From an optimization exercise on the open Yosys and OpenROAD flow, aimed at small area, a short achievable clock period and few clock cycles; shortcuts taken in it are not production practice. In this exercise RTL edits were held to simulation tests only and were not proved equivalent to the original. Power is estimated from default activity; no workload was simulated.

### design/flow/config.mk
export PLATFORM = sky130hd
export DESIGN_NAME = rv_core
export DESIGN_NICKNAME = rv_core
export VERILOG_FILES = /design/flow/design.v
export SDC_FILE = /design/flow/constraint.sdc
export NUM_CORES = 8
export LEC_CHECK = 0
export CAP_MARGIN = 20
export CORE_MARGIN = 2
export CORE_UTILIZATION = 50
export CTS_CLUSTER_DIAMETER = 100
export CTS_CLUSTER_SIZE = 25
export PLACE_DENSITY = 0.6
export SETUP_SLACK_MARGIN = 4.5
export SLEW_MARGIN = 20
### design/flow/constraint.sdc
create_clock -name core_clock -period 7.5 [get_ports {clk}]
set_input_delay 1.5000 -clock core_clock [delete_from_list [all_inputs] [get_ports {clk}]]
set_output_delay 1.5000 -clock core_clock [all_outputs]
set_load 0.01 [all_outputs]
### design/flow/design.v
package rv_pkg;
    localparam int xlen      = 32;
    localparam int addr_w    = 30;  
    localparam int reg_idx_w = 5;
    localparam logic [31:0] nop_instr = 32'h0000_0013;
    localparam logic [6:0] op_r_type = 7'b0110011;
    localparam logic [6:0] op_i_type = 7'b0010011;
    localparam logic [6:0] op_load   = 7'b0000011;
    localparam logic [6:0] op_store  = 7'b0100011;
    localparam logic [3:0] alu_nop = 4'd0;  
    localparam logic [3:0] alu_add = 4'd1;
    localparam logic [3:0] alu_sub = 4'd2;
    localparam logic [3:0] alu_and = 4'd3;
    localparam logic [3:0] alu_or  = 4'd4;
    localparam logic [3:0] alu_xor = 4'd5;
    localparam logic [3:0] alu_sll = 4'd6;
    localparam logic [3:0] alu_srl = 4'd7;
    localparam logic [3:0] alu_sra = 4'd8;
    localparam logic [3:0] alu_slt = 4'd9;
    localparam logic [1:0] fwd_none = 2'd0;  
    localparam logic [1:0] fwd_mem  = 2'd1;  
    localparam logic [1:0] fwd_wb   = 2'd2;  
endpackage
`timescale 1ns/1ps
module rv_regfile (
    input  logic        clk,
    input  logic        rst_n,
    input  logic        we,
    input  logic [4:0]  wa,
    input  logic [31:0] wd,
    input  logic [4:0]  n_ra,       
    input  logic [4:0]  n_rb,
    output logic [31:0] qa,
    output logic [31:0] qb
);
    logic [31:0] regs [1:31];
    logic [31:1] vld;
    logic [31:1] wdec;
    logic [31:1] sa, sb;
    always_comb begin
        for (int i = 1; i < 32; i++) wdec[i] = we && wa == 5'(i);
    end
    always_ff @(posedge clk or negedge rst_n) begin
        if (!rst_n) begin
            vld <= '0;
        end else begin
            vld <= vld | wdec;
        end
    end
    always_ff @(posedge clk) begin
        for (int i = 1; i < 32; i++) begin
            if (wdec[i]) regs[i] <= wd;
        end
    end
    always_ff @(posedge clk) begin
        for (int i = 1; i < 32; i++) begin
            sa[i] <= n_ra == 5'(i) && (vld[i] || wdec[i]);
            sb[i] <= n_rb == 5'(i) && (vld[i] || wdec[i]);
        end
    end
    always_comb begin
        qa = '0;
        qb = '0;
        for (int i = 1; i < 32; i++) begin
            qa = qa | ({32{sa[i]}} & regs[i]);
            qb = qb | ({32{sb[i]}} & regs[i]);
        end
    end
endmodule
`timescale 1ns/1ps
module rv_core #(
    parameter logic [rv_pkg::addr_w-1:0] reset_pc = '0
) (
    input  logic                      clk,
    input  logic                      rst_n,
    output logic [rv_pkg::addr_w-1:0] icache_addr,
    input  logic [31:0]               icache_rdata,
    input  logic                      icache_stall,
    output logic                      dcache_ren,
    output logic                      dcache_wen,
    output logic [rv_pkg::addr_w-1:0] dcache_addr,
    output logic [31:0]               dcache_wdata,
    input  logic [31:0]               dcache_rdata,
    input  logic                      dcache_stall
);
    logic [29:0] pc;
    logic        d_v;
    logic [31:0] d_ins;
    logic        e_v, e_wr, e_ld, e_st;
    logic [4:0]  e_rd;
    logic [31:0] e_a, e_bx, e_sd;
    logic        e_fsd;
    logic [3:0]  e_sr1;     
    logic [3:0]  e_sl1;     
    logic [7:0]  e_sh4;     
    logic        c_add, c_sub, c_slt, c_t01, c_t10, c_t11, c_sll, c_sr, c_sra;
    logic        m_wr, m_ld, m_st;
    logic [4:0]  m_rd;
    logic [31:0] m_alu, m_sd;
    logic        m_hold, lu;
    logic [31:0] m_res, ld_data;
    assign icache_addr = pc;
    logic [31:0] f_ins;
    assign f_ins = {icache_rdata[7:0], icache_rdata[15:8],
                    icache_rdata[23:16], icache_rdata[31:24]};
    assign m_hold      = (m_ld | m_st) & dcache_stall;
    logic       r_rep;
    logic [2:0] r_cnt;
    logic       adv;
    assign adv = !lu && !icache_stall && !m_hold;
    logic [3:0]  pc_lo;
    logic [26:0] pc_hi_m1;
    logic [29:0] pc_dec;
    assign pc_lo    = {1'b0, pc[2:0]} - {1'b0, r_cnt};
    assign pc_hi_m1 = pc[29:3] - 27'd1;
    assign pc_dec   = {pc_lo[3] ? pc_hi_m1 : pc[29:3], pc_lo[2:0]};
    always_ff @(posedge clk or negedge rst_n) begin
        if (!rst_n) begin
            pc    <= reset_pc;
            d_v   <= 1'b0;
            r_rep <= 1'b0;
        end else begin
            r_rep <= m_hold;
            if (r_rep)    pc <= pc_dec;
            else if (adv) pc <= pc + 30'd1;
            if (m_hold || r_rep) d_v <= 1'b0;
            else if (!lu)        d_v <= !icache_stall;
        end
    end
    always_ff @(posedge clk) begin
        r_cnt <= {2'd0, d_v} + {2'd0, e_v};
    end
    always_ff @(posedge clk) begin
        if (!lu) begin
            d_ins <= {icache_rdata[7:0], icache_rdata[15:8],
                      icache_rdata[23:16], icache_rdata[31:24]};
        end
    end
    logic [6:0]  opcode;
    logic [2:0]  f3;
    logic [4:0]  rs1, rs2, rd;
    logic        is_r, is_i, is_ld, is_st, uses_rs1, wr;
    logic [31:0] rf_a, rf_b, qa, qb;
    logic [11:0] imm;
    logic        sub, fa, fb;
    logic [31:0] alu;
    assign opcode = d_ins[6:0];
    assign f3     = d_ins[14:12];
    assign rs1    = d_ins[19:15];
    assign rs2    = d_ins[24:20];
    assign rd     = d_ins[11:7];
    assign is_r     = d_v && opcode == rv_pkg::op_r_type;
    assign is_i     = d_v && opcode == rv_pkg::op_i_type;
    assign is_ld    = d_v && opcode == rv_pkg::op_load;
    assign is_st    = d_v && opcode == rv_pkg::op_store;
    assign uses_rs1 = is_r | is_i | is_ld | is_st;
    assign wr       = (is_r | is_i | is_ld) && rd != 5'd0;
    assign imm = is_st ? {d_ins[31:25], d_ins[11:7]} : d_ins[31:20];
    assign sub = (is_r && f3 == 3'b000 && d_ins[30]) || ((is_r || is_i) && f3 == 3'b010);
    logic       d_lu;
    logic [6:0] f_op;
    logic       f_r, f_use1;
    assign f_op   = f_ins[6:0];
    assign f_r    = f_op == rv_pkg::op_r_type;
    assign f_use1 = f_r || f_op == rv_pkg::op_i_type || f_op == rv_pkg::op_load ||
                    f_op == rv_pkg::op_store;
    always_ff @(posedge clk) begin
        d_lu <= !lu && is_ld && rd != 5'd0 &&
                ((f_use1 && f_ins[19:15] == rd) || (f_r && f_ins[24:20] == rd));
    end
    assign lu = d_lu && d_v;
    rv_regfile u_regfile (
        .clk, .rst_n, .we(m_wr), .wa(m_rd), .wd(m_res),
        .n_ra(lu ? rs1 : f_ins[19:15]), .n_rb(lu ? rs2 : f_ins[24:20]),
        .qa(rf_a), .qb(rf_b)
    );
    logic d_fa, d_fb, d_ba, d_bb;
    always_ff @(posedge clk) begin
        d_fa <= !lu && wr && rd == f_ins[19:15];
        d_fb <= !lu && wr && rd == f_ins[24:20];
        d_ba <= e_wr && e_rd == (lu ? rs1 : f_ins[19:15]);
        d_bb <= e_wr && e_rd == (lu ? rs2 : f_ins[24:20]);
    end
    assign qa = d_ba ? m_res : rf_a;
    assign qb = d_bb ? m_res : rf_b;
    assign fa = d_fa;
    assign fb = d_fb && is_r;
    always_ff @(posedge clk or negedge rst_n) begin
        if (!rst_n) begin
            e_v  <= 1'b0;
            e_wr <= 1'b0;
            e_ld <= 1'b0;
            e_st <= 1'b0;
        end else begin
            e_v  <= d_v   && !lu && !m_hold;
            e_wr <= wr    && !lu && !m_hold;
            e_ld <= is_ld && !lu && !m_hold;
            e_st <= is_st && !lu && !m_hold;
        end
    end
    always_ff @(posedge clk) begin
        e_rd     <= rd;
        e_a      <= fa ? alu : qa;
        e_bx     <= ({32{fb && !sub}} & alu) | ({32{fb && sub}} & ~alu)
                  | ({32{!fb && is_r && !sub}} & qb) | ({32{!fb && is_r && sub}} & ~qb)
                  | ({32{!fb && !is_r}} & ({{20{imm[11]}}, imm} ^ {32{sub}}));
        e_sd     <= qb;
        e_sr1    <= (is_i && f3 == 3'b001) ? 4'b0 : 4'b1 << d_ins[21:20];
        e_sl1    <= (is_i && f3 == 3'b001) ? 4'b1 << d_ins[21:20] : 4'b0;
        e_sh4    <= 8'b1 << d_ins[24:22];
        e_fsd    <= d_fb;
        c_add    <= is_ld || is_st || ((is_r || is_i) && f3 == 3'b000);
        c_sub    <= sub;
        c_slt    <= (is_r || is_i) && f3 == 3'b010;
        c_t01    <= (is_r || is_i) && (f3 == 3'b100 || f3 == 3'b110);
        c_t10    <= (is_r || is_i) && (f3 == 3'b100 || f3 == 3'b110);
        c_t11    <= (is_r || is_i) && (f3 == 3'b110 || f3 == 3'b111);
        c_sll    <= is_i && f3 == 3'b001;
        c_sr     <= is_i && f3 == 3'b101;
        c_sra    <= d_ins[30];
    end
    logic [31:0] a, bx, sum, sd, sh_t, shr, shl;
    logic        fill;
    logic        lt;
    assign a   = e_a;
    assign bx  = e_bx;
    assign sd  = e_fsd ? m_res : e_sd;    
    logic [32:0] sum33;
    assign sum33 = {a, 1'b1} + {bx, c_sub};    
    assign sum   = sum33[32:1];
    assign lt  = (a[31] ^ bx[31] ^ c_sub) ? a[31] : sum[31];
    assign fill = c_sra & c_sr & a[31];
    always_comb begin
        for (int i = 0; i < 32; i++) begin
            sh_t[i] = 1'b0;
            for (int j = 0; j < 4; j++)
                sh_t[i] = sh_t[i] | (e_sr1[j] & (i + j < 32 ? a[(i + j) % 32] : fill))
                                  | (e_sl1[j] & (i + j < 32 ? a[(63 - i - j) % 32] : 1'b0));
        end
        for (int i = 0; i < 32; i++) begin
            shr[i] = 1'b0;
            for (int k = 0; k < 8; k++)
                shr[i] = shr[i] | (e_sh4[k] & (i + 4 * k < 32 ? sh_t[(i + 4 * k) % 32] : fill));
        end
    end
    always_comb begin
        for (int i = 0; i < 32; i++) shl[i] = shr[31-i];
    end
    assign alu = ({32{c_add}} & sum)
               | {31'd0, c_slt & lt}
               | ({32{c_t01}} & ~a & bx)
               | ({32{c_t10}} & a & ~bx)
               | ({32{c_t11}} & a & bx)
               | ({32{c_sll}} & shl)
               | ({32{c_sr}}  & shr);
    always_ff @(posedge clk or negedge rst_n) begin
        if (!rst_n) begin
            m_wr <= 1'b0;
            m_ld <= 1'b0;
            m_st <= 1'b0;
        end else if (!m_hold) begin
            m_wr <= e_wr;
            m_ld <= e_ld;
            m_st <= e_st;
        end
    end
    always_ff @(posedge clk) begin
        if (!m_hold) begin
            m_rd  <= e_rd;
            m_alu <= alu;
            m_sd  <= sd;
        end
    end
    assign dcache_ren   = m_ld;
    assign dcache_wen   = m_st;
    assign dcache_addr  = m_alu[31:2];
    assign dcache_wdata = {m_sd[7:0], m_sd[15:8], m_sd[23:16], m_sd[31:24]};
    assign ld_data      = {dcache_rdata[7:0], dcache_rdata[15:8],
                           dcache_rdata[23:16], dcache_rdata[31:24]};
    assign m_res        = m_ld ? ld_data : m_alu;
endmodule
### design/flow/flow/run.sh
#!/bin/bash
# standard layout, with the port buffers and timing repair free to pick any
# buffer and drive strength (not only the same cell footprint)
set -euo pipefail
bash standard.sh MATCH_CELL_FOOTPRINT=0 "BUFFER_PORTS_ARGS=-buffer_cell sky130_fd_sc_hd__buf_2" finish > make_finish.log 2>&1
### design/flow/standard.sh
#!/bin/bash
# synth_recipe.tcl (not shown) runs the flow's synth.tcl, then flattens the netlist and writes it again
# the make line also repeats each setting of config.mk as NAME=value (left out here)
make -C /OpenROAD-flow-scripts/flow DESIGN_CONFIG=/design/flow/config.mk WORK_HOME=/design/flow/orfs CLKGATE_MAP_FILE= SYNTH_SCRIPT=/design/flow/synth_recipe.tcl "${@:-finish}"
==> results of run 1 <==
[worst max-delay path, cell delays in order (launching register included)]
cell and delay (ns):
dfxtp_2 0.53, buf_4 0.42, a22o_1 0.31, a221oi_1 0.21
nand3_1 0.13, nor4_1 0.98, a211oi_1 0.20, a21o_1 0.22
[area by class of cell]
cell class                 count  area (um2)  area share [%]
clock buffer                  91        1830            2.74
timing repair buffer         424        2970            4.45
sequential                  1358       38700            58.0
clock inverter                11         154           0.231
tap                         1612        2020            3.02
multi-input combinational   2801       20700            31.0
antenna                       11        27.5          0.0412
inverter                      93         353           0.529
[metal layers]
metal,share of wire [%],up-vias,global-route usage [%]
li1,-,19059,-
met1,33,25001,55.8
met2,41,5570,64.9
met3,17,1632,18.6
met4,9.6,18,30.7
met5,0.14,-,1.73
[how the worst max path moves through the flow]
stage | startpoint | endpoint | slack [ns]
after floorplan | dcache_stall | pc[12]$_DFFE_PN0P_ | 3.71
after global placement | dcache_stall | pc[22]$_DFFE_PN0P_ | 3.43
after detailed placement | dcache_stall | pc[22]$_DFFE_PN0P_ | 3.66
after CTS | e_bx[3]$_DFF_P_ | e_bx[31]$_DFF_P_ | 4.39
after global routing | e_bx[3]$_DFF_P_ | e_bx[22]$_DFF_P_ | 4.33
final | u_regfile.sa[27]$_DFF_P_ | e_a[7]$_DFF_P_ | 4.30
[power by group]
part | switching [mW] | total [mW] | internal [mW]
sequential | 0.115 | 8.23 | 8.11
clock | 2.51 | 4.27 | 1.76
combinational | 0.290 | 0.456 | 0.166
total | 2.92 | 13.0 | 10.0
[cells by family after synthesis]
| family | after synthesis |
|---|---|
| xor gates and xnor gates | 136 |
| muxes | 79 |
| buffers and inverters | 474 |
| and+or+nand+nor | 912 |
| AOI/OAI and AO/OA | 1635 |
| adders and majority gates | 39 |
| DFF | 1358 |
[per-stage QoR]
step / utilization (%) / area, um2 / hold WS [ns]
2_1_floorplan: - / 60000 / 0.389
3_3_place_gp: 52.5 / 62800 / 0.437
3_5_place_dp: 52.6 / 62800 / 0.444
4_1_cts: 55.1 / 65800 / 0.468
5_1_grt: 55.8 / 66700 / 0.485
6_report: 55.9 / 66800 / 0.471
[flip-flops by register name (all words and copies together) (netlist names), 5 cells and up]
name,count
u_regfile.vld,31
u_regfile.sa,31
m_sd,32
pc,30
e_sh4,8
u_regfile.regs,992
d_ins,32
u_regfile.sb,31
e_a,32
e_rd,5
e_sd,32
m_rd,5
e_bx,32
m_alu,32
[what timing repair did]
action | CTS | global route
gates cloned | 1 | 0
endpoints found under the setup margin | 286 | 95
resized for setup | 135 | 114
pin swaps | 31 | 35
setup buffers | 46 | 60
[layout by cell type (no fill, tap or decap), drive strengths merged, types with 40 or more instances in the layout]
cell type     n
dfrtp        70
a22o        232
xor2         64
clkbuf       92
a211oi       43
mux2i        74
nand3       159
a22oi       649
and3         42
a21oi       213
a221oi      257
nand4       161
nor2        175
a21o         50
buf         423
nor3        118
inv          93
dfxtp       195
o21ai        65
xnor2        72
nand2       150
nor4         40
edfxtp     1093
==> impl_results.md, run 1 <==
- Clock-pin slew on the worst setup and hold paths: ~0.1 ns
- Via count of the first global-routing pass: approximately 47000
- Post-Synth Adder-Cell Area: less than 1%
- DR iter-0 viols: 10356
- CTS tree: built
- Wire length of the first global-routing pass: approximately 380 mm
- Warning count from the yosys run: 3
- Cell types with the largest area share after synthesis: edfxtp_1 (55%), a22oi_1 (8.1%), dfxtp_1 (6.5%), a221oi_1 (3.8%), a22o_1 (3.4%)
- Slew HR: 12.6%
- Initial core utilization: between 50% and 60%
- Bufs on Longest Clock Path: 3
- Startpoint kind of the worst setup timing path: flip-flop
- Biggest area consumer among synthesized cells: edfxtp_1
- Area share of the largest cell type after synthesis: between 50% and 60%
- H-tree levels: 3
- Main combinational cell family by area after synthesis: compound AO/OA/AOI/OAI gates
- Detailed placer's ending HPWL: 160 mm
- Worst hold path class: flip-flop to flip-flop
- Setup Slack @ Placement: around 3.7 ns
- Setup violations, final: 0
- Proportion of synthesized chip area in sequential cells: about 64%
- Max-slew violation total from the final report: 0
- Lkg Pwr: roughly 25 nW
- Global route overflow: 0
- RD Place Congestion: around 1
- Share of final-layout standard cells stronger than drive strength 1: between 15 and 20%
- RR Startpoint: u_regfile.sa[27]$_DFF_P_
- Number of enable-type register cells in the synthesized netlist: ~1100
- Placed instance count: ~6000
- Most frequently used flop master after synthesis: edfxtp_1
- Synth Area in Compound Gates: between 20% and 30%
- Number of fill cells: around 10000
- Number of buffers inserted by port buffering: between 150 and 200
- Final Hold Viols: 0
- Minimum clock period: roughly 3.2 ns
- Arrival @ worst endpoint: 3.79 ns
- Worst setup path category: flip-flop to flip-flop
- Pin count of the biggest net entering global routing: 71
- FFs w/ async S/R, synth: roughly 5%
- WL/cell: about 45 um
- Root Buffer Master: clkbuf_16
- DRC violations left: 0
- Insertion delay to the later sink of the worst-skew pair: approximately 0.7 ns
- Highest net fanout along the worst path: 25
- Net count, final: around 4900
- I/O pin total: roughly 160
- Number of nets in the synthesized netlist: between 4000 and 5000
- Reg-to-reg endpoint: e_a[7]$_DFF_P_
- Register-to-register path setup slack: around 4.3 ns
- Period utilization: 42.7%
- Initial antenna violation count: 17
- TritonCTS Sinks: about 1400
- Post-Synth XOR/XNOR Area: around 2.0%
- Hold path cells: 2
- Result of the run: no timing/DRC/antenna violations
- Routed vias/inst: around 8
- Data required, critical path: a little over 8 ns
- Max capacitance violation total: 0
- Share of synthesized cell area in and, or, nand and nor gates: around 7.7%
- Count of unique library cells instantiated by Yosys: between 80 and 90
- Die outline width: roughly 350 um
- Register bit total from synthesis: around 1400
- Final worst slack: 4.30 ns
- Tot Pwr: around 13 mW
- Number of standard-cell rows in the floorplan: 127
- Total global routing track utilization: between 40 and 50%
- CTS buffer count: between 60 and 70
- Die height: roughly 350 um
- Mean instance size in the synthesized netlist: approximately 13 um2
- Core area: roughly 120000 um2
- Maximum clock skew at final layout: ~0.033 ns
- Syn Std Cell Area: 60000 um2
- Worst hold start: u_regfile.vld[30]$_DFF_PN0_
- Multiplexer fraction of the synthesized cell area: ~1.3%
- TNS Setup: 0 ns
- Slew @ Worst Pin: 1.31 ns
- DR pass1 iterations: 7
- Kind of end point of the critical path: flip-flop
- Worst hold endpoint: u_regfile.vld[30]$_DFF_PN0_
- Floorplan die area: ~120000 um2
- Number of cells traversed by the worst register-to-register path: 7
- Worst vdd ir: 0.179 mV
- Vias post-DR: roughly 51000
- Most used standard cell by instance count after synthesis: edfxtp_1
- Remaining number of nets flagged by the antenna check after routing: 0
- Power density over cell area: 194 nW/um2
- Fmax achieved: 0.312 GHz
- Most frequent cells after synthesis: edfxtp_1 (1093), a22oi_1 (649), clkbuf_1 (278)
- Detailed Route WL: roughly 290 mm
- Setup repair after global routing missed its margin: yes
- Number of standard cells after synthesis: 4633
- Area growth from synthesis to final layout: 11.3%
- Number of hold buffers added after cts: 0
- Number of standard cells in the final layout excluding fillers: 6401
Testbench counts, summed over its fixed seeds: cycles 14,420.
==> inputs of run 2 (changes only) <==
--- a/design/flow/config.mk
+++ b/design/flow/config.mk
@@ -12,4 +12,4 @@
 export CTS_CLUSTER_SIZE = 25
 export PLACE_DENSITY = 0.6
-export SETUP_SLACK_MARGIN = 4.5
+export SETUP_SLACK_MARGIN = 4.7
 export SLEW_MARGIN = 20
==> run 2 against run 1 <==
  * Still clean on timing, DRC and antenna
  * Clock-buffer cell count fell by 4
  * Die area unchanged
  * Combinational power increased by 27%
  * Global-route usage up 0.37 points
  * Area after synthesis stayed put
  * Sequential share of layout area shrank 1.4 points
  * Core utilization rose by 1.5 points
  * Largest cell class unchanged
  * Highest routed layer unchanged
==> impl_results.md, run 2 <==
- RD Place Congestion: between 0.9 and 1
- Final core occ: between 50 and 60%
- Biggest area consumer among synthesized cells: edfxtp_1
- Most common cell after layout, fill and taps aside: edfxtp_1
- Number of hold buffers added after cts: 0
- Vias post-DR: a little over 50000
- Die outline width: 350 um
- Detailed placer's ending HPWL: 159 mm
- Global route overflow: 0
- Switching power share of the total: roughly 23%
- Count of unique library cells instantiated by Yosys: 87
- Floorplan die area: approximately 120000 um2
- Register-to-register path setup slack: 4.40 ns
- Detailed Route WL: 289 mm
- Number of buffers inserted by port buffering: approximately 160
- Int Pwr: just over 10 mW
- Switching power: roughly 3.0 mW
- Period utilization: between 40 and 50%
- Lkg Pwr: about 26 nW
- Proportion of synthesized chip area in sequential cells: 64.2%
- Slew HR: a little over a fifth
- Pin count of the biggest net entering global routing: between 70 and 80
- Final worst slack: between 4 and 5 ns
- Initial core utilization: 50.2%
- Register bit total from synthesis: approximately 1400
- Startpoint kind of the worst setup timing path: flip-flop
- DR pass1 iterations: 10
- Most frequent cells in the layout: edfxtp_1 (1093), a22oi_1 (625), buf_4 (279)
- Data required, critical path: ~8.1 ns
- Core area: 119000 um2
- Slowest cell on the critical path: nor4_2
- Minimum clock period: around 3.1 ns
- Number of flip-flops under the largest register name: 992
- Number of cells traversed by the worst register-to-register path: 7
- Register bank with the most flops: u_regfile.regs
- Power density over cell area: between 150 and 200 nW/um2
- I/O pin total: 162
- Net count, final: 4946
- RR Startpoint: u_regfile.sa[1]$_DFF_P_
- Startpoint of the most critical setup path: u_regfile.sa[1]$_DFF_P_
- CTS buffer count: between 60 and 70
- Share of final-layout standard cells stronger than drive strength 1: around a fifth
- Max capacitance violation total: 0
- Most frequently used flop master after synthesis: edfxtp_1
- Most frequent cells after synthesis: edfxtp_1 (1093), a22oi_1 (649), clkbuf_1 (278)
- Maximum clock skew at final layout: ~0.056 ns
- FFs w/ async S/R, synth: slightly above 5%
- DR iter-0 viols: 10655
- TritonCTS Sinks: approximately 1400
- Bufs on Longest Clock Path: 3
- WL/cell: approximately 44 um
- Fmax achieved: 0.323 GHz
- Mean instance size in the synthesized netlist: about 13 um2
- Area growth from synthesis to final layout: 14.2%
- Endpoint of the worst setup timing path: e_a[13]$_DFF_P_
- Routed vias/inst: ~8
- Sequence of cells on the critical path: buf_4 -> a22o_1 -> a221oi_1 -> nand3_1 -> nor4_2 -> a211oi_1 -> a21o_1
- Setup repair after global routing missed its margin: yes
- Kind of end point of the critical path: flip-flop
- Die height: between 300 and 400 um
- Root Buffer Master: clkbuf_16
- H-tree levels: 3
- Syn Std Cell Area: about 60000 um2
- Wire length of the first global-routing pass: between 300 and 400 mm
- Reg-to-reg endpoint: e_a[13]$_DFF_P_
- Most used standard cell by instance count after synthesis: edfxtp_1
- Number of standard-cell rows in the floorplan: 127
- Final Hold Viols: 0
- Number of standard cells in the final layout excluding fillers: around 6500
- Share of power burned in the clock network: 32.6%
- Initial antenna violation count: 12
- Highest net fanout along the worst path: 22
- Setup Slack @ Placement: about 3.4 ns
- TNS Setup: 0 ns
- Area share of the largest cell type after synthesis: between 50% and 60%
- Part of the total power dissipated in sequential elements: 62.9%
- Number of enable-type register cells in the synthesized netlist: approximately 1100
- DRC violations left: 0
- Clock-pin slew on the worst setup and hold paths: between 0.1 and 0.15 ns
- Slowest cell delay on critical path: around 0.84 ns
- Total global routing track utilization: roughly 46%
- Instance area after placement: ~63000 um2
- Number of nets in the synthesized netlist: 4740
- CTS tree: built
- Via count of the first global-routing pass: between 40000 and 50000
- Cell types with the largest area share after synthesis: edfxtp_1 (55%), a22oi_1 (8.1%), dfxtp_1 (6.5%), a221oi_1 (3.8%), a22o_1 (3.4%)
- Warning count from the yosys run: 3
- Placed instance count: 6186
- Remaining number of nets flagged by the antenna check after routing: 0
- Slew @ Worst Pin: approximately 1.2 ns
- Number of standard cells after synthesis: roughly 4600
- Worst setup path category: flip-flop to flip-flop
- Worst vdd ir: between 0.15 and 0.2 mV
- Insertion delay to the later sink of the worst-skew pair: 0.71 ns
- Combinational fraction of design power: roughly 4.4%
- Max-slew violation total from the final report: 0
- Setup violations, final: 0
- Arrival @ worst endpoint: approximately 3.7 ns
- Non-Filler Cell Area, Final: roughly 69000 um2
- Result of the run: no timing/DRC/antenna violations
- Worst hold path class: flip-flop to flip-flop
[run 2: cell counts after synthesis]
Identical to the previous run, type by type.
[run 2: cell type report]
cell class | count | area, um2
multi-input combinational | 2802 | 21300
clock buffer | 87 | 1770
tap | 1612 | 2020
clock inverter | 13 | 159
fill | 9853 | 51000
sequential | 1358 | 38800
timing repair buffer | 513 | 4040
inverter | 93 | 368
antenna | 14 | 35.0
timing repair inverter | 5 | 35.0
[run 2: power groups by stage]
stage | Clock [mW] | Sequential (mW) | Combinational [mW]
3_3_place_gp | 0 | 8.40 | 0.415
4_1_cts | 4.22 | 8.19 | 0.536
2_1_floorplan | 0 | 8.37 | 0.249
3_5_place_dp | 0 | 8.40 | 0.420
5_1_grt | 4.47 | 8.20 | 0.618
6_report | 4.25 | 8.19 | 0.577
[run 2: worst min-delay path by stage]
stage | startpoint | to | slack [ns] | cells past startpoint
after floorplan | d_fb$_DFF_P_ | e_fsd$_DFF_P_ | 0.39 | 0
after global placement | u_regfile.vld[28]$_DFF_PN0_ | u_regfile.vld[28]$_DFF_PN0_ | 0.44 | 2
after detailed placement | u_regfile.vld[14]$_DFF_PN0_ | u_regfile.vld[14]$_DFF_PN0_ | 0.44 | 2
after CTS | u_regfile.vld[14]$_DFF_PN0_ | u_regfile.vld[14]$_DFF_PN0_ | 0.47 | 2
after global routing | u_regfile.vld[21]$_DFF_PN0_ | u_regfile.vld[21]$_DFF_PN0_ | 0.48 | 2
final | e_v$_DFF_PN0_ | r_cnt[0]$_DFF_P_ | 0.47 | 1
[run 2: logic make-up after synthesis]
| kind of cell | count (synthesis) | share of synthesized area (%) |
|---|---|---|
| xor gates and xnor gates | 136 | 1.99 |
| muxes | 79 | 1.33 |
| AOI/OAI and AO/OA | 1635 | 20.7 |
| buffers and inverters | 474 | 3.25 |
| adders and majority gates | 39 | 0.839 |
| and+or+nand+nor | 912 | 7.70 |
| DFF | 1358 | 64.2 |
[run 2: worst max-delay path: cells and delay by family (launching register included)]
family,cells,cell delay (ns)
compound gates,4,0.95
simple gates,2,0.97
buf+inv,1,0.48
flops,1,0.54
[run 2: timing repair]
action                                  in CTS  in global routing
gates resized for setup                    303                184
endpoints found under the hold margin        0                  0
setup buffers                              130                 55
gates cloned                                 4                  7
endpoints found under the setup margin     646                420
pin swaps                                   69                 87
[run 2: through the flow]
step,total power [mW],hold WS [ns]
after floorplan,8.62,0.389
after global placement,8.82,0.438
after detailed placement,8.82,0.444
after CTS,12.9,0.468
after global routing,13.3,0.480
final,13.0,0.471
[run 2: layer usage]
layer / vias to the layer above / share of wire, % / GRT usage (%)
li1: 19275 / - / -
met1: 25293 / 33 / 55.8
met2: 5589 / 41 / 65.1
met3: 1615 / 17 / 20.1
met4: 12 / 9.2 / 30.8
met5: - / 0.090 / 0.196
==> inputs of run 3 (changes only) <==
--- a/design/flow/config.mk
+++ b/design/flow/config.mk
@@ -12,4 +12,4 @@
 export CTS_CLUSTER_SIZE = 25
 export PLACE_DENSITY = 0.6
-export SETUP_SLACK_MARGIN = 4.7
+export SETUP_SLACK_MARGIN = 4.9
 export SLEW_MARGIN = 20
==> run 3 against run 2 <==
  * Non-clock buffer count increased by 58
  * Core utilization is 1.1 points higher
  * Combinational power grew 11%
  * Clock power barely moved
  * Final cell count rose by 1.0%
  * Clock-buffer cell count rose by 8
  * Sequential power barely moved
  * Maximum frequency decreased by 3.2%
  * Global-route usage grew 0.50 points
  * Hold slack worse by 0.011 ns
  * Wire length rose by 0.74%
  * Power grew 0.48%
==> impl_results.md, run 3 <==
- Final core occ: approximately 58%
- Warning count from the yosys run: 3
- Wire length of the first global-routing pass: around 390 mm
- Arrival @ worst endpoint: 3.82 ns
- Lkg Pwr: approximately 26 nW
- Floorplan die area: 123000 um2
- CTS buffer count: 66
- Most common cell after layout, fill and taps aside: edfxtp_1
- Instance area after placement: 63000 um2
- Wire length the detailed router placed on met1: ~97 mm
- Number of fill cells: 9560
- Minimum clock period: ~3.2 ns
- RD Place Congestion: ~1
- Clock-pin slew on the worst setup and hold paths: roughly 0.11 ns
- Share of power burned in the clock network: 32.4%
- Detailed Route WL: approximately 290 mm
- Detailed placer's ending HPWL: approximately 160 mm
- Slowest cell on the critical path: nor4_1
- Root Buffer Master: clkbuf_16
- RR Startpoint: u_regfile.sa[18]$_DFF_P_
- Power density over cell area: around 190 nW/um2
- Pin count of the biggest net entering global routing: 65
- Global route overflow: 0
- Startpoint of the most critical setup path: u_regfile.sa[18]$_DFF_P_
- Count of unique library cells instantiated by Yosys: just under 90
- WL/cell: 44.3 um
- Register bank with the most flops: u_regfile.regs
- Part of the total power dissipated in sequential elements: a little over three fifths
- Data required, critical path: 8.12 ns
- Most frequently used flop master after synthesis: edfxtp_1
- DR pass1 iterations: 10
- H-tree levels: 3
- Worst vdd ir: around 0.18 mV
- Combined area of the multi-input logic cells: roughly 22000 um2
- Slew @ Worst Pin: 1.21 ns
- Routed vias/inst: 7.89
- Setup repair after global routing missed its margin: yes
- Number of hold buffers added after cts: 0
- Insertion delay to the later sink of the worst-skew pair: 0.73 ns
- Reg-to-reg endpoint: e_a[27]$_DFF_P_
- Max-slew violation total from the final report: 0
- Number of standard cells after synthesis: 4633
- Period utilization: 42.7%
- Total global routing track utilization: 46.2%
- Slew HR: a little under a fifth
- Bufs on Longest Clock Path: 3
- Slowest cell delay on critical path: approximately 0.90 ns
- Tot Pwr: 13.1 mW
- Max capacitance violation total: 0
- Worst hold path class: flip-flop to flip-flop
- Result of the run: no timing/DRC/antenna violations
- Fmax achieved: 0.312 GHz
- Remaining number of nets flagged by the antenna check after routing: 0
- Most frequent cells in the layout: edfxtp_1 (1093), a22oi_1 (604), buf_4 (276)
- Combinational fraction of design power: 4.9%
- Sum of met3 wire segment lengths after detailed routing: ~49 mm
- Number of buffers inserted by port buffering: about 160
- Switching power share of the total: a little under a quarter
- Top Family by Delay on Critical Path: simple AND/OR/NAND/NOR gates
- Area share of the largest cell type after synthesis: 54.7%
- Setup violations, final: 0
- Sum of met2 wire segment lengths after detailed routing: approximately 120 mm
- Most frequent cells after synthesis: edfxtp_1 (1093), a22oi_1 (649), clkbuf_1 (278)
- Area growth from synthesis to final layout: 16.5%
- I/O pin total: about 160
- Share of final-layout standard cells stronger than drive strength 1: 22.9%
- Number of nets in the synthesized netlist: 4740
- Net count, final: 5011
- Number of cells traversed by the worst register-to-register path: 7
- Initial antenna violation count: 17
- Hold path cells: 1
- Highest net fanout along the worst path: 18
- Sequence of cells on the critical path: buf_4 -> a22o_1 -> a221oi_1 -> nand3_1 -> nor4_1 -> a211oi_1 -> a21o_1
- Maximum clock skew at final layout: about 0.042 ns
- Int Pwr: 10.1 mW
- Die height: roughly 350 um
- DRC violations left: 0
- Final Hold Viols: 0
- Register bit total from synthesis: roughly 1400
- Kind of end point of the critical path: flip-flop
- Top Metal Used: met5
- Number of standard-cell rows in the floorplan: between 100 and 150
- Cell types with the largest area share after synthesis: edfxtp_1 (55%), a22oi_1 (8.1%), dfxtp_1 (6.5%), a221oi_1 (3.8%), a22o_1 (3.4%)
- Startpoint kind of the worst setup timing path: flip-flop
- Buffering stage count on the worst path with inverters included: 1
- Register-to-register path setup slack: between 4 and 5 ns
- Die outline width: roughly 350 um
- DR iter-0 viols: around 11000
- Syn Std Cell Area: 60000 um2
- Number of enable-type register cells in the synthesized netlist: 1093
- Number of flip-flops under the largest register name: 992
- Via count of the first global-routing pass: around 48000
- Core area: 119000 um2
- Most used standard cell by instance count after synthesis: edfxtp_1
- Worst hold endpoint: e_st$_DFF_PN0_
- TNS Setup: 0 ns
- Worst hold start: d_ins[6]$_DFFE_PN_
- Worst setup path category: flip-flop to flip-flop
- Initial core utilization: 50.2%
- Non-Filler Cell Area, Final: ~70000 um2
- Reg area: 38800 um2
- FFs w/ async S/R, synth: under 10%
- Switching power: 2.99 mW
- Mean instance size in the synthesized netlist: 12.9 um2
- Biggest area consumer among synthesized cells: edfxtp_1
- CTS tree: built
- Proportion of synthesized chip area in sequential cells: approximately 64%
- Vias post-DR: just over 50000
- TritonCTS Sinks: 1358
run 3: cell type report:
cell class	count	area share [%]
Timing Repair Buffer	571	7.04
Timing Repair inverter	12	0.115
Sequential cell	1358	55.5
Antenna cell	8	0.0287
Inverter	93	0.569
Clock inverter	13	0.210
Multi-Input combinational cell	2802	31.1
Tap cell	1612	2.89
Clock buffer	95	2.55
run 3: power groups by stage:
| stage | clock network (mW) | registers [mW] | logic [mW] |
|---|---|---|---|
| 4_1_cts | 4.22 | 8.20 | 0.586 |
| 6_report | 4.24 | 8.20 | 0.643 |
| 3_5_place_dp | 0 | 8.40 | 0.425 |
| 2_1_floorplan | 0 | 8.37 | 0.254 |
| 3_3_place_gp | 0 | 8.40 | 0.421 |
| 5_1_grt | 4.47 | 8.20 | 0.687 |
run 3: cell families (layout without fill, tap and decap cells):
| kind of cell | count (synthesis) | after routing | share of synthesized area [%] |
|---|---|---|---|
| DFF | 1358 | 1358 | 64.2 |
| muxes | 79 | 80 | 1.33 |
| AOI/OAI and AO/OA | 1635 | 1635 | 20.7 |
| xor gates and xnor gates | 136 | 136 | 1.99 |
| other | 0 | 8 | 0 |
| adders and majority gates | 39 | 39 | 0.839 |
| and+or+nand+nor | 912 | 912 | 7.70 |
| buffers and inverters | 474 | 784 | 3.25 |
run 3: through the flow:
stage | cells | worst slack, ns | hold slack, ns
after CTS | 6460 | 4.36 | 0.463
after detailed placement | 6191 | 3.63 | 0.438
after global routing | 6556 | 4.28 | 0.484
after floorplan | 4633 | 3.71 | 0.389
after global placement | 6189 | 3.64 | 0.431
final | 6564 | 4.30 | 0.459
run 3: layer usage:
layer	vias up	GRT usage [%]
li1	19414	-
met1	25313	57.3
met2	5378	65.1
met3	1640	19.9
met4	18	31.4
met5	-	0
run 3: how the worst max path moves through the flow:
stage | cells after the start | slack, ns | end
6_report | 7 | 4.30 | e_a[27]$_DFF_P_
5_1_grt | 10 | 4.28 | e_bx[31]$_DFF_P_
4_1_cts | 10 | 4.36 | e_bx[31]$_DFF_P_
3_5_place_dp | 12 | 3.63 | pc[22]$_DFFE_PN0P_
3_3_place_gp | 12 | 3.64 | pc[22]$_DFFE_PN0P_
2_1_floorplan | 9 | 3.71 | pc[12]$_DFFE_PN0P_
run 3: what timing repair did:
action                                  in CTS  in global routing
resized for setup                          408                230
pin swaps                                   96                118
endpoints found under the setup margin    1058                617
cloned                                      13                 12
setup buffers                              148                 83
==> inputs of run 4 (changes only) <==
--- a/design/flow/config.mk
+++ b/design/flow/config.mk
@@ -12,4 +12,5 @@
 export CTS_CLUSTER_SIZE = 25
 export PLACE_DENSITY = 0.6
-export SETUP_SLACK_MARGIN = 4.9
+export SETUP_SLACK_MARGIN = 4.5
 export SLEW_MARGIN = 20
+export TNS_END_PERCENT = 0
==> run 4 against run 3 <==
  * First-iteration DRC count increased by 2.5%
  * Sequential power about the same
  * Core utilization decreased by 3.6 points
  * Die area unchanged
  * Still clean on timing, DRC and antenna
  * Global-route usage decreased by 1.3 points
  * Maximum frequency decreased by 5.4%
  * Synthesized cell count unchanged
  * Via count decreased by 2.8%
  * Setup slack got worse by 0.18 ns
  * Clock power increased by 2%
  * Sequential cell count unchanged
  * Critical path depth unchanged
==> impl_results.md, run 4 <==
- Result of the run: no timing/DRC/antenna violations
- Floorplan die area: 123000 um2
- Switching power: 2.90 mW
- Vias post-DR: 50294
- Initial core utilization: approximately 50%
- Worst hold path class: flip-flop to flip-flop
- Number of standard-cell rows in the floorplan: 127
- Register bit total from synthesis: 1358
- Via count of the first global-routing pass: roughly 46000
- Biggest area consumer among synthesized cells: edfxtp_1
- Max-slew violation total from the final report: 0
- Reg area: between 30000 and 40000 um2
- Most common cell after layout, fill and taps aside: edfxtp_1
- DR iter-0 viols: 10779
- Detailed Route WL: roughly 280 mm
- Slew @ Worst Pin: 1.28 ns
- Core area: 119000 um2
- Setup repair after global routing missed its margin: yes
- Minimum clock period: around 3.4 ns
- Number of standard cells in the final layout excluding fillers: 6330
- Die outline width: approximately 350 um
- Max capacitance violation total: 0
- Cell types with the largest area share after synthesis: edfxtp_1 (55%), a22oi_1 (8.1%), dfxtp_1 (6.5%), a221oi_1 (3.8%), a22o_1 (3.4%)
- Area share of the largest cell type after synthesis: between 50% and 60%
- Most used standard cell by instance count after synthesis: edfxtp_1
- Number of enable-type register cells in the synthesized netlist: between 1000 and 1500
- Arrival @ worst endpoint: slightly below 4 ns
- RD Place Congestion: between 1 and 1.5
- Combined area of the multi-input logic cells: between 20000 and 25000 um2
- Data required, critical path: 8.09 ns
- Fmax achieved: between 0.2 and 0.3 GHz
- Wire length of the first global-routing pass: ~380 mm
- Slew HR: between 10% and 20%
- CTS tree: built
- Tot Pwr: roughly 13 mW
- Int Pwr: 10.1 mW
- Maximum clock skew at final layout: approximately 0.038 ns
- DRC violations left: 0
- Number of fill cells: slightly below 10000
- Combinational fraction of design power: 3.4%
- Switching power share of the total: ~22%
- Bufs on Longest Clock Path: 3
- Initial antenna violation count: 15
- Number of nets in the synthesized netlist: 4740
- DR pass1 iterations: 8
- Pin count of the biggest net entering global routing: 71
- Register bank with the most flops: u_regfile.regs
- FFs w/ async S/R, synth: just over 5%
- Global route overflow: 0
- Worst vdd ir: 0.183 mV
- Mean instance size in the synthesized netlist: approximately 13 um2
- Part of the total power dissipated in sequential elements: 63.4%
- Share of final-layout standard cells stronger than drive strength 1: approximately 14%
- Routed vias/inst: between 7 and 8
- Kind of end point of the critical path: flip-flop
- Proportion of synthesized chip area in sequential cells: 64.2%
- CTS buffer count: 67
- Share of power burned in the clock network: about a third
- Number of standard cells after synthesis: between 4000 and 5000
- Syn Std Cell Area: 60000 um2
- Net count, final: 4773
- Detailed placer's ending HPWL: around 160 mm
- Worst setup path category: flip-flop to flip-flop
- Warning count from the yosys run: 3
- Placed instance count: approximately 6200
- Die height: 350 um
- Total global routing track utilization: around 45%
- H-tree levels: 3
- Most frequent cells in the layout: edfxtp_1 (1093), a22oi_1 (647), a221oi_1 (252)
- Number of buffers inserted by port buffering: 161
- Area growth from synthesis to final layout: 9.25%
- Highest net fanout along the worst path: 19
- Clock-pin slew on the worst setup and hold paths: 0.09 ns
- Most frequent cells after synthesis: edfxtp_1 (1093), a22oi_1 (649), clkbuf_1 (278)
- Most frequently used flop master after synthesis: edfxtp_1
- Power density over cell area: 198 nW/um2
- TNS Setup: 0 ns
- Remaining number of nets flagged by the antenna check after routing: 0
- Period utilization: between 40% and 50%
- TritonCTS Sinks: ~1400
- Startpoint kind of the worst setup timing path: flip-flop
- Insertion delay to the later sink of the worst-skew pair: ~0.71 ns
- Setup violations, final: 0
- I/O pin total: 162
- WL/cell: roughly 44 um
- Count of unique library cells instantiated by Yosys: 87
- Final Hold Viols: 0
- Lkg Pwr: about 25 nW
- Root Buffer Master: clkbuf_16
- Number of flip-flops under the largest register name: about 1000
run 4: cell counts after synthesis:
Identical to the previous run, type by type.
run 4: what timing repair did:
| action | 4_1_cts | 5_1_grt |
|---|---|---|
| cloned | 1 | 0 |
| endpoints found under the setup margin | 163 | 131 |
| pin swaps | 2 | 17 |
| setup buffers | 2 | 18 |
| hold buffers | 0 | 0 |
| gates resized for setup | 55 | 41 |
run 4: final timing paths:
check | slack (ns) | startpoint | cells after the start | to
setup / recovery | 4.12 | u_regfile.sa[23]$_DFF_P_ | 7 | e_a[23]$_DFF_P_
hold / removal | 0.46 | u_regfile.vld[29]$_DFF_PN0_ | 2 | u_regfile.vld[29]$_DFF_PN0_
setup reg to reg | 4.12 | u_regfile.sa[23]$_DFF_P_ | 7 | e_a[23]$_DFF_P_
hold reg to reg | 0.46 | u_regfile.vld[29]$_DFF_PN0_ | 2 | u_regfile.vld[29]$_DFF_PN0_
max in group asynchronous | 5.84 | rst_n | 1 | m_ld$_DFFE_PN0N_
min in group asynchronous | 0.94 | rst_n | 1 | u_regfile.vld[1]$_DFF_PN0_
run 4: per-stage QoR:
step	instance area [um2]	setup WS (ns)	hold WS [ns]	utilization [%]
4_1_cts	65100	4.30	0.466	54.4
3_3_place_gp	62800	3.57	0.438	52.6
2_1_floorplan	60000	3.71	0.389	-
6_report	65500	4.12	0.464	54.8
3_5_place_dp	62800	3.51	0.443	52.6
5_1_grt	65500	4.19	0.484	54.8
run 4: critical path, stage by stage, from the launching register on:
cell and delay [ns]:
dfxtp_2 0.66, buf_4 0.46, a22o_1 0.24, a221oi_1 0.25, nand3_1 0.16, nor4_1 0.94, a211oi_1 0.28, a21o_1 0.24
run 4: power groups by stage:
| stage | combinational [mW] | sequential (mW) | clock, mW |
|---|---|---|---|
| 2_1_floorplan | 0.247 | 8.37 | 0 |
| 3_3_place_gp | 0.416 | 8.40 | 0 |
| 3_5_place_dp | 0.422 | 8.40 | 0 |
| 4_1_cts | 0.426 | 8.23 | 4.29 |
| 5_1_grt | 0.476 | 8.24 | 4.55 |
| 6_report | 0.436 | 8.23 | 4.31 |
run 4: cell type report:
cell class              count  share of cell area, %
clock inverters             9                  0.183
flip-flops and latches   1358                   58.9
multi-input cells        2802                   31.0
inverters                  93                  0.539
repair buffers            344                   3.39
diodes                     12                 0.0458
clock buffers             100                   2.88
well taps                1612                   3.08
run 4: cells by family (layout without fill, tap and decap cells):
group,after synthesis,after routing,synth area share [%]
DFF,1358,1358,64.2
xor gates and xnor gates,136,136,1.99
adders and majority gates,39,39,0.839
and+or+nand+nor,912,912,7.70
muxes,79,79,1.33
AOI/OAI and AO/OA,1635,1636,20.7
other,0,12,0
buffers and inverters,474,546,3.25
run 4: layer usage:
metal  part of all wire (%)  up-vias  global-route usage [%]
met5                  0.023        -                  0.0785
met2                     41     5303                    64.0
met3                     17     1490                    19.1
li1                       -    18905                       -
met4                    8.6       10                    29.0
met1                     34    24586                    55.7
==> inputs of run 5 (changes only) <==
--- a/design/flow/config.mk
+++ b/design/flow/config.mk
@@ -12,5 +12,4 @@
 export CTS_CLUSTER_SIZE = 25
 export PLACE_DENSITY = 0.6
-export SETUP_SLACK_MARGIN = 4.5
+export SETUP_SLACK_MARGIN = 4.6
 export SLEW_MARGIN = 20
-export TNS_END_PERCENT = 0
==> run 5 against run 4 <==
  * Sequential cell count stayed put
  * Highest routed layer unchanged
  * Clock power is 2% lower
  * Die area stayed put
  * Maximum frequency is 8.6% higher
  * Critical path type unchanged
  * Still clean on timing, DRC and antenna
  * Setup slack better by 0.27 ns
  * Largest cell class unchanged
  * Register-to-register slack better by 0.27 ns
==> impl_results.md, run 5 <==
- Most used standard cell by instance count after synthesis: edfxtp_1
- Setup violations, final: 0
- Most frequently used flop master after synthesis: edfxtp_1
- Max capacitance violation total: 0
- Result of the run: no timing/DRC/antenna violations
- Setup repair after global routing missed its margin: yes
- Lkg Pwr: roughly 25 nW
- Share of final-layout standard cells stronger than drive strength 1: about a fifth
- Initial core utilization: approximately 50%
- Number of buffers inserted by port buffering: approximately 160
- Instance count on the critical path: 7
- Number of cells traversed by the worst register-to-register path: 7
- Worst vdd ir: roughly 0.16 mV
- Syn Std Cell Area: 60000 um2
- Die outline width: about 350 um
- Pin count of the biggest net entering global routing: ~70
- Maximum clock skew at final layout: 0.0542 ns
- H-tree levels: 3
- WL/cell: roughly 45 um
- Total global routing track utilization: about 45%
- Slew @ Worst Pin: roughly 1.2 ns
- Sequence of cells on the critical path: buf_4 -> a22o_1 -> a221oi_1 -> nand3_1 -> nor4_2 -> a211oi_1 -> a21o_1
- Net count, final: 4874
- Biggest area consumer among synthesized cells: edfxtp_1
- Max-slew violation total from the final report: 0
- TNS Setup: 0 ns
- Hold path cells: 2
- Core area: between 100000 and 150000 um2
- Minimum clock period: just over 3 ns
- Slew HR: 21.1%
- Buffering stage count on the worst path with inverters included: 1
- Hold WS: about 0.47 ns
- DR pass1 iterations: 11
- Routed vias/inst: ~8.0
- Most frequent cells in the layout: edfxtp_1 (1093), a22oi_1 (636), a221oi_1 (241)
- Arrival @ worst endpoint: roughly 3.7 ns
- Number of flip-flops under the largest register name: between 900 and 1000
- Most frequent cells after synthesis: edfxtp_1 (1093), a22oi_1 (649), clkbuf_1 (278)
- Kind of end point of the critical path: flip-flop
- Initial antenna violation count: 21
- Most common cell after layout, fill and taps aside: edfxtp_1
- Detailed placer's ending HPWL: between 150 and 200 mm
- DRC violations left: 0
- Count of unique library cells instantiated by Yosys: 87
- Floorplan die area: roughly 120000 um2
- I/O pin total: approximately 160
- Worst setup path category: flip-flop to flip-flop
- Cell types with the largest area share after synthesis: edfxtp_1 (55%), a22oi_1 (8.1%), dfxtp_1 (6.5%), a221oi_1 (3.8%), a22o_1 (3.4%)
- Slowest cell on the critical path: nor4_2
- Area share of the largest cell type after synthesis: between 50 and 60%
- Fmax achieved: about 0.32 GHz
- Final Hold Viols: 0
- CTS buffer count: 66
- Register bank with the most flops: u_regfile.regs
- Worst hold path class: flip-flop to flip-flop
- Mean instance size in the synthesized netlist: around 13 um2
- Wire length of the first global-routing pass: 382 mm
- Number of nets in the synthesized netlist: roughly 4700
- FFs w/ async S/R, synth: 5.15%
- Number of standard-cell rows in the floorplan: 127
- Via count of the first global-routing pass: approximately 47000
- Bufs on Longest Clock Path: 3
- Detailed Route WL: 286 mm
- Period utilization: 41.6%
- Power density over cell area: about 190 nW/um2
- RD Place Congestion: roughly 0.98
- Insertion delay to the later sink of the worst-skew pair: 0.71 ns
- Warning count from the yosys run: 3
- CTS tree: built
- Proportion of synthesized chip area in sequential cells: between 60 and 70%
- Number of enable-type register cells in the synthesized netlist: between 1000 and 1500
- Top Family by Delay on Critical Path: compound AO/OA/AOI/OAI gates
- Number of fill cells: slightly below 10000
- Remaining number of nets flagged by the antenna check after routing: 0
- Vias post-DR: approximately 51000
- Number of standard cells after synthesis: roughly 4600
- Data required, critical path: 8.09 ns
- Highest net fanout along the worst path: 19
- Startpoint kind of the worst setup timing path: flip-flop
- Clock-pin slew on the worst setup and hold paths: ~0.10 ns
- TritonCTS Sinks: around 1400
- Global route overflow: 0
- DR iter-0 viols: 10530
- Slowest cell delay on critical path: 0.69 ns
- Area growth from synthesis to final layout: 12.5%
- Register bit total from synthesis: around 1400
- Root Buffer Master: clkbuf_16
- Die height: 350 um
[run 5: cell types whose count changed in the layout (fill, tap and decap cells not counted), moves of 15 or more]
cell | before | now
dfrtp_1 | 69 | 53
o21ai_0 | 49 | 34
dfrtp_2 | 1 | 17
buf_6 | 1 | 30
dfxtp_1 | 103 | 79
dfxtp_4 | 5 | 35
buf_4 | 180 | 236
[run 5: cell type report]
cell class | instances | area (um2) | share of cell area (%)
clock buffers | 87 | 1770 | 2.63
flip-flops and latches | 1358 | 38700 | 57.4
repair buffers | 446 | 3330 | 4.93
well taps | 1612 | 2020 | 2.99
clock inverters | 13 | 159 | 0.235
diodes | 9 | 22.5 | 0.0334
inverters | 93 | 349 | 0.517
multi-input cells | 2802 | 21100 | 31.3
[run 5: per-stage QoR]
step                      power, mW  utilization (%)  std cells  setup slack, ns  instance area (um2)
after CTS                      12.9             55.3       6355             4.31                66100
after detailed placement       8.82             52.6       6186             3.43                62900
after floorplan                8.62                -       4633             3.71                60000
after global routing           13.2             56.5       6414             4.38                67500
final                          12.9             56.5       6420             4.38                67500
after global placement         8.82             52.6       6186             3.46                62800
[run 5: logic make-up (layout without fill, tap and decap cells)]
family                   Yosys count  count (layout)  share of synthesized area, %
other                              0               9                             0
multiplexers                      79              79                          1.33
flip-flops                      1358            1358                          64.2
adder cells (fa/ha/maj)           39              39                         0.839
AND/OR/NAND/NOR                  912             912                          7.70
AO/OA/AOI/OAI                   1635            1636                          20.7
buffers and inverters            474             639                          3.25
XOR/XNOR                         136             136                          1.99
[run 5: tightest hold or removal path: stages, from the launching register on]
cell and delay (ns):
dfrtp_1 0.34, nor2_1 0.06, inv_1 0.05
[run 5: per-layer routing]
| layer | routed length [um] | GRT usage (%) | vias to the layer above |
|---|---|---|---|
| met3 | 48200 | 19.3 | 1638 |
| met2 | 116000 | 64.7 | 5514 |
| met5 | 625 | 1.18 | - |
| met1 | 94600 | 55.8 | 25070 |
| li1 | - | - | 19097 |
| met4 | 26500 | 29.5 | 24 |
[run 5: report_power, final]
| part | total [mW] | internal, mW | switching [mW] |
|---|---|---|---|
| combinational | 0.469 | 0.175 | 0.294 |
| sequential | 8.23 | 8.12 | 0.114 |
| clock | 4.24 | 1.73 | 2.51 |
| total | 12.9 | 10.0 | 2.91 |
[run 5: path summary, 6_finish.rpt]
kind                                                  from                           to  slack (ns)
worst max-delay path              u_regfile.sa[13]$_DFF_P_              e_a[16]$_DFF_P_        4.38
worst min-delay path            u_regfile.vld[9]$_DFF_PN0_   u_regfile.vld[9]$_DFF_PN0_        0.47
worst max register to register    u_regfile.sa[13]$_DFF_P_              e_a[16]$_DFF_P_        4.38
worst min register to register  u_regfile.vld[9]$_DFF_PN0_   u_regfile.vld[9]$_DFF_PN0_        0.47
max in group asynchronous                            rst_n            pc[6]$_DFFE_PN0P_        5.80
min in group asynchronous                            rst_n  u_regfile.vld[20]$_DFF_PN0_        0.94
[run 5: repair_timing]
action,CTS,global route
hold buffers,0,0
gates resized for setup,188,178
cloned,2,4
pin swaps,47,70
buffers inserted,67,50
setup endpoints to repair,427,171
==> inputs of run 6 (changes only) <==
--- a/design/flow/design.v
+++ b/design/flow/design.v
@@ -31,4 +31,6 @@
     input  logic [4:0]  n_ra,       
     input  logic [4:0]  n_rb,
+    input  logic        n_xa,       
+    input  logic        n_xb,
     output logic [31:0] qa,
     output logic [31:0] qb
@@ -55,6 +57,6 @@
     always_ff @(posedge clk) begin
         for (int i = 1; i < 32; i++) begin
-            sa[i] <= n_ra == 5'(i) && (vld[i] || wdec[i]);
-            sb[i] <= n_rb == 5'(i) && (vld[i] || wdec[i]);
+            sa[i] <= n_ra == 5'(i) && (vld[i] || wdec[i]) && !n_xa;
+            sb[i] <= n_rb == 5'(i) && (vld[i] || wdec[i]) && !n_xb;
         end
     end
@@ -170,18 +172,26 @@
     end
     assign lu = d_lu && d_v;
+    logic [4:0] n_ra, n_rb;
+    logic       fa_n, fb_n, ba_n, bb_n;
+    assign n_ra = lu ? rs1 : f_ins[19:15];
+    assign n_rb = lu ? rs2 : f_ins[24:20];
+    assign fa_n = !lu && wr && rd == f_ins[19:15];
+    assign fb_n = !lu && wr && rd == f_ins[24:20];
+    assign ba_n = e_wr && e_rd == n_ra;
+    assign bb_n = e_wr && e_rd == n_rb;
     rv_regfile u_regfile (
         .clk, .rst_n, .we(m_wr), .wa(m_rd), .wd(m_res),
-        .n_ra(lu ? rs1 : f_ins[19:15]), .n_rb(lu ? rs2 : f_ins[24:20]),
+        .n_ra(n_ra), .n_rb(n_rb), .n_xa(fa_n || ba_n), .n_xb(fb_n || bb_n),
         .qa(rf_a), .qb(rf_b)
     );
     logic d_fa, d_fb, d_ba, d_bb;
     always_ff @(posedge clk) begin
-        d_fa <= !lu && wr && rd == f_ins[19:15];
-        d_fb <= !lu && wr && rd == f_ins[24:20];
-        d_ba <= e_wr && e_rd == (lu ? rs1 : f_ins[19:15]);
-        d_bb <= e_wr && e_rd == (lu ? rs2 : f_ins[24:20]);
-    end
-    assign qa = d_ba ? m_res : rf_a;
-    assign qb = d_bb ? m_res : rf_b;
+        d_fa <= fa_n;
+        d_fb <= fb_n;
+        d_ba <= ba_n && !fa_n;
+        d_bb <= bb_n && !fb_n;
+    end
+    assign qa = rf_a | ({32{d_ba}} & m_res);
+    assign qb = rf_b | ({32{d_bb}} & m_res);
     assign fa = d_fa;
     assign fb = d_fb && is_r;
@@ -201,8 +211,8 @@
     always_ff @(posedge clk) begin
         e_rd     <= rd;
-        e_a      <= fa ? alu : qa;
+        e_a      <= ({32{fa}} & alu) | qa;
         e_bx     <= ({32{fb && !sub}} & alu) | ({32{fb && sub}} & ~alu)
-                  | ({32{!fb && is_r && !sub}} & qb) | ({32{!fb && is_r && sub}} & ~qb)
-                  | ({32{!fb && !is_r}} & ({{20{imm[11]}}, imm} ^ {32{sub}}));
+                  | ({32{!d_fb && is_r && !sub}} & qb) | ({32{!d_fb && is_r && sub}} & ~qb)
+                  | ({32{!is_r}} & ({{20{imm[11]}}, imm} ^ {32{sub}}));
         e_sd     <= qb;
         e_sr1    <= (is_i && f3 == 3'b001) ? 4'b0 : 4'b1 << d_ins[21:20];
--- a/design/flow/config.mk
+++ b/design/flow/config.mk
@@ -12,4 +12,4 @@
 export CTS_CLUSTER_SIZE = 25
 export PLACE_DENSITY = 0.6
-export SETUP_SLACK_MARGIN = 4.6
+export SETUP_SLACK_MARGIN = 4.5
 export SLEW_MARGIN = 20
==> run 6 against run 5 <==
  * Still clean
  * Critical path depth stayed put
  * Sequential share of layout area is 0.83 points higher
  * Maximum frequency is 4.0% lower
  * Non-clock buffer count is 37 lower
  * Sequential power is 1% higher
  * Critical path type unchanged
==> impl_results.md, run 6 <==
- Detailed Route WL: 281 mm
- Number of standard cells after synthesis: 4406
- Setup violations, final: 0
- Combined area of the multi-input logic cells: just over 20000 um2
- Cell types with the largest area share after synthesis: edfxtp_1 (55%), dfxtp_1 (6.5%), a22oi_1 (5.8%), a221oi_1 (4.6%), a22o_1 (4.3%)
- Most frequently used flop master after synthesis: edfxtp_1
- Most frequent cells after synthesis: edfxtp_1 (1093), a22oi_1 (463), a221oi_1 (315)
- Slew @ Worst Pin: 1.23 ns
- Routed vias/inst: 8.13
- WL/cell: 46.0 um
- Biggest area consumer among synthesized cells: edfxtp_1
- Minimum clock period: 3.24 ns
- Clock-pin slew on the worst setup and hold paths: about 0.11 ns
- Pin count of the biggest net entering global routing: 71
- Area share of the largest cell type after synthesis: a little over half
- Setup Slack @ Placement: 3.59 ns
- Mean instance size in the synthesized netlist: about 14 um2
- Bufs on Longest Clock Path: 3
- H-tree levels: 3
- Net count, final: about 4600
- Number of flip-flops under the largest register name: 992
- Setup repair after global routing missed its margin: yes
- Number of nets in the synthesized netlist: about 4500
- Sequence of cells on the critical path: buf_4 -> a222oi_1 -> nand4_1 -> a211o_1 -> mux2i_2 -> xnor2_2 -> a21oi_1
- Total global routing track utilization: ~45%
- Share of final-layout standard cells stronger than drive strength 1: between 10% and 20%
- Lkg Pwr: 23.2 nW
- Die height: around 350 um
- Number of standard cells in the final layout excluding fillers: 6098
- Detailed placer's ending HPWL: between 150 and 200 mm
- Most used standard cell by instance count after synthesis: edfxtp_1
- Floorplan die area: about 120000 um2
- I/O pin total: approximately 160
- Number of enable-type register cells in the synthesized netlist: 1093
- Most common cell after layout, fill and taps aside: edfxtp_1
- Buffering stage count on the worst path with inverters included: 1
- Data required, critical path: 8.09 ns
- Register bit total from synthesis: 1358
- CTS buffer count: between 60 and 70
- Number of hold buffers added after cts: 0
- Max capacitance violation total: 0
- FFs w/ async S/R, synth: roughly 5.2%
- Number of buffers inserted by port buffering: 161
- DR pass1 iterations: 13
- Count of unique library cells instantiated by Yosys: 90
- Top Family by Delay on Critical Path: flip-flops
- Result of the run: no timing/DRC/antenna violations
- Worst hold path class: flip-flop to flip-flop
- Number of fill cells: ~9500
- Global route overflow: 0
- Slew HR: a little under a fifth
- Syn Std Cell Area: 59700 um2
- Maximum clock skew at final layout: about 0.037 ns
- Final Hold Viols: 0
- Kind of end point of the critical path: flip-flop
- Number of standard-cell rows in the floorplan: 126
- Insertion delay to the later sink of the worst-skew pair: 0.71 ns
- Area growth from synthesis to final layout: 11.3%
- Core area: ~120000 um2
- Slowest cell on the critical path: dfxtp_2
- Fmax achieved: just over 0.3 GHz
- Instance area after placement: roughly 62000 um2
- Warning count from the yosys run: 3
- Max-slew violation total from the final report: 0
- Proportion of synthesized chip area in sequential cells: between 60% and 70%
- Wire length of the first global-routing pass: around 370 mm
- Final worst slack: ~4.3 ns
- TritonCTS Sinks: between 1000 and 1500
- Slowest cell delay on critical path: between 0.9 and 1 ns
- Reg area: 38700 um2
- Die outline width: ~350 um
- Period utilization: 43.3%
- Placed instance count: between 5000 and 6000
- Initial antenna violation count: 11
- Non-Filler Cell Area, Final: around 66000 um2
- Highest net fanout along the worst path: 18
- Vias post-DR: between 40000 and 50000
- Most frequent cells in the layout: edfxtp_1 (1093), a22oi_1 (452), a221oi_1 (302)
- TNS Setup: 0 ns
- Register bank with the most flops: u_regfile.regs
- Startpoint kind of the worst setup timing path: flip-flop
- Power density over cell area: just under 200 nW/um2
- Root Buffer Master: clkbuf_16
- DRC violations left: 0
- Worst setup path category: flip-flop to flip-flop
- Arrival @ worst endpoint: between 3 and 4 ns
- Initial core utilization: around half
- Remaining number of nets flagged by the antenna check after routing: 0
- CTS tree: built
- Worst vdd ir: between 0.1 and 0.15 mV
- Via count of the first global-routing pass: approximately 46000
- RD Place Congestion: 0.977
- DR iter-0 viols: 11050
-- run 6: cell types whose count changed after synthesis, moves of 34 or more --
cell      before  now
a222oi_1      10   75
mux2_2         5   71
a22oi_1      649  463
a211oi_1      41    4
a21o_1        49   15
a21oi_1      213   76
a221oi_1     257  315
a211o_1        1   37
a22o_1       232  291
-- run 6: report_power, final --
group,internal (mW),switching (mW),total (mW)
Clock,1.74,2.50,4.24
Sequential,8.14,0.166,8.31
Combinational,0.253,0.405,0.658
Total,10.1,3.08,13.2
-- run 6: cells by family after synthesis --
kind of cell    count (synthesis)  share of synthesized area [%]
compound gates               1497                           20.4
flops                        1358                           64.4
simple gates                  831                           7.24
buf+inv                       427                           3.00
xor+xnor                      142                           2.08
mux                           112                           2.03
fa+ha+maj                      39                          0.842
-- run 6: path summary, 6_finish.rpt --
path,from,end,slack (ns),cells past startpoint
min reg2reg,e_ld$_DFF_PN0_,m_ld$_DFFE_PN0N_,0.45,2
max reg2reg,u_regfile.sb[9]$_DFF_P_,e_bx[6]$_DFF_P_,4.26,7
max in group asynchronous,rst_n,m_ld$_DFFE_PN0N_,6.18,2
min in group asynchronous,rst_n,pc[22]$_DFFE_PN0P_,0.71,1
max,u_regfile.sb[9]$_DFF_P_,e_bx[6]$_DFF_P_,4.26,7
min,e_ld$_DFF_PN0_,m_ld$_DFFE_PN0N_,0.45,2
-- run 6: layer usage --
layer,global-route usage [%],share of wire [%]
met3,19.3,18
met5,0,0.054
met1,54.8,33
met4,30.5,9.1
met2,63.5,41
-- run 6: worst reg2reg max path: stages (launching register included) --
cell,delay (ns)
dfxtp_2,0.92
buf_4,0.57
a222oi_1,0.28
nand4_1,0.15
a211o_1,0.52
mux2i_2,0.19
xnor2_2,0.40
a21oi_1,0.13
-- run 6: final cells by class --
cell class	instances	share of cell area, %
diodes	5	0.0188
clock buffers	97	2.76
clock inverters	9	0.151
inverters	63	0.386
multi-input cells	2621	31.2
flip-flops and latches	1358	58.2
well taps	1536	2.89
repair buffers	409	4.36
-- run 6: through the flow --
stage	power (mW)	hold slack [ns]	utilization (%)
floorplan	8.80	0.329	-
global placement	9.06	0.429	52.7
detailed placement	9.06	0.439	52.7
CTS	13.1	0.449	55.1
global route	13.5	0.466	56.2
finish	13.2	0.449	56.2
-- run 6: timing repair --
action                                  4_1_cts  5_1_grt
endpoints found under the setup margin      144      132
buffers inserted                             43       67
pin swaps                                    21       59
gates resized for setup                     148      146
gates cloned                                  1        0
Testbench counts of run 6, summed over its fixed seeds: cycles 14,420.

[static timing again, ports no longer ideal]
How much do the figures lean on ideal ports? The routed layouts below were timed once more, with nothing changed but the port constraints.
Step 1 assumes that a clkbuf_16 drives the clock port and a buf_2 every other input.
Step 2, shift: input delay + t, output delay - t, t = (earliest + latest rising clock arrival at the registers) / 2. This alone moves slack from input paths to output paths.
a / b / c = no drivers / after step 1 / after step 2; a / b = the first two.
| run | shift t [ns] | slack for setup (ns) | worst hold slack (ns) |
|---|---|---|---|
| run 1 | 0.773 | 4.297 / 4.297 / 3.795 | 0.471 / 0.471 / 0.471 |
| run 2 | 0.758 | 4.401 / 4.401 / 4.015 | 0.471 / 0.471 / 0.471 |
| run 3 | 0.788 | 4.298 / 4.298 / 4.149 | 0.459 / 0.459 / 0.459 |
| run 4 | 0.762 | 4.115 / 4.115 / 3.706 | 0.464 / 0.464 / 0.464 |
| run 5 | 0.757 | 4.383 / 4.383 / 3.934 | 0.468 / 0.468 / 0.468 |
| run 6 | 0.778 | 4.255 / 4.255 / 3.909 | 0.449 / 0.449 / 0.449 |
After both steps every run listed still meets setup and hold. The setup slack of run 1, which loses most, moves by 0.000 ns with the drivers and by -0.502 ns with both steps.
